Background: an optimization exercise with open tools, aiming at small area. Do not read the settings as production practice. Only simulation tests tie the RTL to the original design; equivalence was not proved.

// rv_core
module rv_core
(
  input  logic                  clk,
  input  logic                  rst_n,
  input  logic [32-1:0]      instr,
  output logic [32-1:0]      fetch_address,
  input  logic [5-1:0] dbg_sel,
  output logic [32-1:0]      dbg_data,
  output logic [rv_pipe_pkg::WB_W-1:0]       wb
);
Size in the first run: ~3,200 cells after synthesis, about 140 I/O pins, ~49,000 um^2 of cells after synthesis.
==> module rf_read_bit, before the edit <==
module rf_read_bit (
  input  logic [32-1:1] sel,
  input  logic [32-1:1] d,
  output logic [10:0]           g_n
);
  localparam int GROUPS = (32 - 1) / 3;   
  for (genvar g = 0; g < GROUPS; g++) begin : g_grp
    rf_aoi3 u_aoi (
      .s   (sel[3*g+1 +: 3]),
      .d   (d[3*g+1 +: 3]),
      .y_n (g_n[g])
    );
  end
  assign g_n[GROUPS] = ~(sel[32-1] & d[32-1]);
endmodule
==> module register_file, before the edit <==
module register_file (
  input  logic [5-1:0]             idx,
  input  logic [(32-1)*32-1:0]   regs,
  output logic [11*32-1:0]               groups_n
);
  logic [32-1:1] sel;
  rf_decode u_dec (
    .idx (idx),
    .sel (sel)
  );
  for (genvar b = 0; b < 32; b++) begin : g_bit
    logic [32-1:1] column;
    for (genvar r = 1; r < 32; r++) begin : g_col
      assign column[r] = regs[(r-1)*32 + b];
    end
    rf_read_bit u_bit (
      .sel (sel),
      .d   (column),
      .g_n (groups_n[11*b +: 11])
    );
  end
endmodule
==> module rf_combine, before the edit <==
module rf_combine (
  input  logic [11*32-1:0] groups_n,
  output logic [32-1:0]    data
);
  always_comb begin
    for (int b = 0; b < 32; b++) begin
      data[b] = ~&groups_n[11*b +: 11];
    end
  end
endmodule
==> module execute_stage, before the edit <==
module execute_stage
(
  input  logic [1:0]            op,
  input  logic [19:0]           hi,
  input  logic [11*32-1:0]   rs1_groups_n,   
  input  logic [11*32-1:0]   rs2_groups_n,
  output logic [32-1:0]      result
);
  logic [32-1:0] rs1_data;
  logic [32-1:0] rs2_data;
  logic             sub;
  logic [32-1:0] a;
  logic [32-1:0] b;
  logic [32-1:0] g;
  logic [32-1:0] p;
  logic [32-1:0] gg;
  logic [32-1:0] pp;
  always_comb begin
    for (int i = 0; i < 32; i++) begin
      rs1_data[i] = ~&rs1_groups_n[11*i +: 11];
      rs2_data[i] = ~&rs2_groups_n[11*i +: 11];
    end
  end
  assign sub = op[1] & op[0];
  assign a   = (op == 2'b01) ? '0 : rs1_data;
  always_comb begin
    case (op)
      2'b00:   b = {{(32-12){hi[19]}}, hi[19:8]};
      2'b01:   b = {hi, 12'b0};
      2'b10:   b = rs2_data;
      default: b = ~rs2_data;
    endcase
  end
  assign p = a ^ b;
  always_comb begin
    g    = a & b;
    g[0] = g[0] | (p[0] & sub);
  end
  always_comb begin
    gg = g;
    pp = p;
    for (int l = 0; l < 5; l++) begin
      for (int i = 0; i < 32; i++) begin
        if (((i + 1) % (2 << l)) == 0) begin
          gg[i] = gg[i] | (pp[i] & gg[i - (1 << l)]);
          pp[i] = pp[i] & pp[i - (1 << l)];
        end
      end
    end
    for (int l = 3; l >= 0; l--) begin
      for (int i = 0; i < 32; i++) begin
        if (((i + 1) % (2 << l)) == (1 << l) && i >= (2 << l)) begin
          gg[i] = gg[i] | (pp[i] & gg[i - (1 << l)]);
          pp[i] = pp[i] & pp[i - (1 << l)];
        end
      end
    end
  end
  assign result = p ^ {gg[32-2:0], sub};
endmodule
==> module rv_core, before the edit <==
module rv_core
(
  input  logic                  clk,
  input  logic                  rst_n,
  input  logic [32-1:0]      instr,
  output logic [32-1:0]      fetch_address,
  input  logic [5-1:0] dbg_sel,
  output logic [32-1:0]      dbg_data,
  output logic [rv_pipe_pkg::WB_W-1:0]       wb
);
  logic [32-1:2]      pc_q;
  logic [32-1:2]      pc_next;
  logic [5-1:0] rd_d;
  logic [1:0]            op_d;
  logic [5-1:0] rd_1;
  logic [1:0]            op_1;
  logic [19:0]           hi_1;
  logic [5-1:0] rd_2;
  logic [1:0]            op_2;
  logic [19:0]           hi_2;
  logic [(32-1)*32-1:0] regs_q;   
  logic [32-1:0]      wr_val;
  logic [11*32-1:0]   rs1_groups_n;
  logic [11*32-1:0]   rs2_groups_n;
  logic [11*32-1:0]   dbg_groups_n;
  logic [32-1:0]      result;
  logic [5-1:0] wb_rd_q;
  logic [32-1:0]      wb_data_q;
  fetch_counter u_fetch (
    .pc      (pc_q),
    .pc_next (pc_next)
  );
  always_ff @(posedge clk) begin
    if (!rst_n) begin
      pc_q <= '0;
    end else begin
      pc_q <= pc_next;
    end
  end
  assign fetch_address = {pc_q, 2'b00};
  decode_stage u_decode (
    .instr (instr),
    .rd    (rd_d),
    .op    (op_d)
  );
  always_ff @(posedge clk) begin
    rd_1 <= rst_n ? rd_d : '0;
    op_1 <= op_d;
    hi_1 <= instr[31:12];
    rd_2 <= rst_n ? rd_1 : '0;
    op_2 <= op_1;
    hi_2 <= hi_1;
  end
  register_file u_rs1 (
    .idx  (hi_2[7:3]),
    .regs (regs_q),
    .groups_n (rs1_groups_n)
  );
  register_file u_rs2 (
    .idx  (hi_2[12:8]),
    .regs (regs_q),
    .groups_n (rs2_groups_n)
  );
  register_file u_dbg (
    .idx  (dbg_sel),
    .regs (regs_q),
    .groups_n (dbg_groups_n)
  );
  rf_combine u_dbg_combine (
    .groups_n (dbg_groups_n),
    .data     (dbg_data)
  );
  execute_stage u_execute (
    .op       (op_2),
    .hi       (hi_2),
    .rs1_groups_n (rs1_groups_n),
    .rs2_groups_n (rs2_groups_n),
    .result   (result)
  );
  assign wr_val = rst_n ? result : '0;
  always_ff @(posedge clk) begin
    for (int i = 1; i < 32; i++) begin
      if (!rst_n || rd_2 == i) begin
        regs_q[(i-1)*32 +: 32] <= wr_val;
      end
    end
  end
  always_ff @(posedge clk) begin
    wb_rd_q   <= rst_n ? rd_2 : '0;
    wb_data_q <= result;
  end
  assign wb = {wb_rd_q != '0, wb_rd_q, wb_data_q};
endmodule
export LEC_CHECK = 0
export CAP_MARGIN = 20
export CORE_MARGIN = 2
export CORE_UTILIZATION = 62
export SLEW_MARGIN = 20
export SYNTH_HIERARCHICAL = 1
export SYNTH_MINIMUM_KEEP_SIZE = 0
create_clock -name core_clock -period 7.0 [get_ports {clk}]
standard.sh (not shown) runs the stock make flow with config.mk's settings and CLKGATE_MAP_FILE= SYNTH_SCRIPT=/design/flow/synth_recipe.tcl, a recipe that flattens the netlist after the stock synthesis.
==> flow/flow/run.sh <==
#!/bin/bash
# The standard layout, with three changes to how it is made:
#  - the port buffers are sky130_fd_sc_hd__buf_1 instead of the default pick
#  - clock tree synthesis inserts no dummy loads
#  - global routing reserves more of met1/met2 (flow/fastroute.tcl), moving
#    wires up to met3-met5 so that detailed routing converges
# Each ORFS step still writes its own log under orfs/logs/; make's output goes
# to standard_make.log here.
set -euo pipefail
cd "$(dirname "$0")/.."
export BUFFER_PORTS_ARGS="-buffer_cell sky130_fd_sc_hd__buf_1"
export CTS_ARGS="-sink_clustering_enable -repair_clock_nets -sink_clustering_size 24 -sink_clustering_max_diameter 100 -buf_list sky130_fd_sc_hd__clkbuf_16 -dont_use_dummy_load"
export FASTROUTE_TCL="$PWD/flow/fastroute.tcl"
bash standard.sh > standard_make.log 2>&1
==> flow/flow/fastroute.tcl <==
set_global_routing_layer_adjustment met1 0.75
set_global_routing_layer_adjustment met2 0.55
set_global_routing_layer_adjustment met3 0.3
set_global_routing_layer_adjustment met4 0.3
set_global_routing_layer_adjustment met5 0.3
set_routing_layers -clock met3-met5
set_routing_layers -signal met1-met5
The baseline never finished: it broke off in 5_1_grt with GRT-0116.
Change:
--- a/flow/design.v
+++ b/flow/design.v
@@ -68,9 +68,10 @@
 module rf_read_bit (
   input  logic [32-1:1] sel,
   input  logic [32-1:1] d,
-  output logic [10:0]           g_n
+  output logic                  y
 );
   localparam int GROUPS = (32 - 1) / 3;   
+  logic [GROUPS:0] g_n;
   for (genvar g = 0; g < GROUPS; g++) begin : g_grp
     rf_aoi3 u_aoi (
       .s   (sel[3*g+1 +: 3]),
@@ -79,6 +80,7 @@
     );
   end
   assign g_n[GROUPS] = ~(sel[32-1] & d[32-1]);
+  assign y = ~&g_n;
 endmodule
 module rf_decode (
   input  logic [5-1:0] idx,
@@ -93,7 +95,7 @@
 module register_file (
   input  logic [5-1:0]             idx,
   input  logic [(32-1)*32-1:0]   regs,
-  output logic [11*32-1:0]               groups_n
+  output logic [32-1:0]                  data
 );
   logic [32-1:1] sel;
   rf_decode u_dec (
@@ -108,30 +110,18 @@
     rf_read_bit u_bit (
       .sel (sel),
       .d   (column),
-      .g_n (groups_n[11*b +: 11])
+      .y   (data[b])
     );
-  end
-endmodule
-module rf_combine (
-  input  logic [11*32-1:0] groups_n,
-  output logic [32-1:0]    data
-);
-  always_comb begin
-    for (int b = 0; b < 32; b++) begin
-      data[b] = ~&groups_n[11*b +: 11];
-    end
   end
 endmodule
 module execute_stage
 (
   input  logic [1:0]            op,
   input  logic [19:0]           hi,
-  input  logic [11*32-1:0]   rs1_groups_n,   
-  input  logic [11*32-1:0]   rs2_groups_n,
+  input  logic [32-1:0]      rs1_data,
+  input  logic [32-1:0]      rs2_data,
   output logic [32-1:0]      result
 );
-  logic [32-1:0] rs1_data;
-  logic [32-1:0] rs2_data;
   logic             sub;
   logic [32-1:0] a;
   logic [32-1:0] b;
@@ -139,12 +129,6 @@
   logic [32-1:0] p;
   logic [32-1:0] gg;
   logic [32-1:0] pp;
-  always_comb begin
-    for (int i = 0; i < 32; i++) begin
-      rs1_data[i] = ~&rs1_groups_n[11*i +: 11];
-      rs2_data[i] = ~&rs2_groups_n[11*i +: 11];
-    end
-  end
   assign sub = op[1] & op[0];
   assign a   = (op == 2'b01) ? '0 : rs1_data;
   always_comb begin
@@ -204,9 +188,8 @@
   logic [19:0]           hi_2;
   logic [(32-1)*32-1:0] regs_q;   
   logic [32-1:0]      wr_val;
-  logic [11*32-1:0]   rs1_groups_n;
-  logic [11*32-1:0]   rs2_groups_n;
-  logic [11*32-1:0]   dbg_groups_n;
+  logic [32-1:0]      rs1_data;
+  logic [32-1:0]      rs2_data;
   logic [32-1:0]      result;
   logic [5-1:0] wb_rd_q;
   logic [32-1:0]      wb_data_q;
@@ -238,27 +221,23 @@
   register_file u_rs1 (
     .idx  (hi_2[7:3]),
     .regs (regs_q),
-    .groups_n (rs1_groups_n)
+    .data (rs1_data)
   );
   register_file u_rs2 (
     .idx  (hi_2[12:8]),
     .regs (regs_q),
-    .groups_n (rs2_groups_n)
+    .data (rs2_data)
   );
   register_file u_dbg (
     .idx  (dbg_sel),
     .regs (regs_q),
-    .groups_n (dbg_groups_n)
-  );
-  rf_combine u_dbg_combine (
-    .groups_n (dbg_groups_n),
-    .data     (dbg_data)
+    .data (dbg_data)
   );
   execute_stage u_execute (
     .op       (op_2),
     .hi       (hi_2),
-    .rs1_groups_n (rs1_groups_n),
-    .rs2_groups_n (rs2_groups_n),
+    .rs1_data (rs1_data),
+    .rs2_data (rs2_data),
     .result   (result)
   );
   assign wr_val = rst_n ? result : '0;
After rerunning:
- The changed run failed in 5_1_grt
- synthesized area rises slightly
- synthesized cell count falls slightly
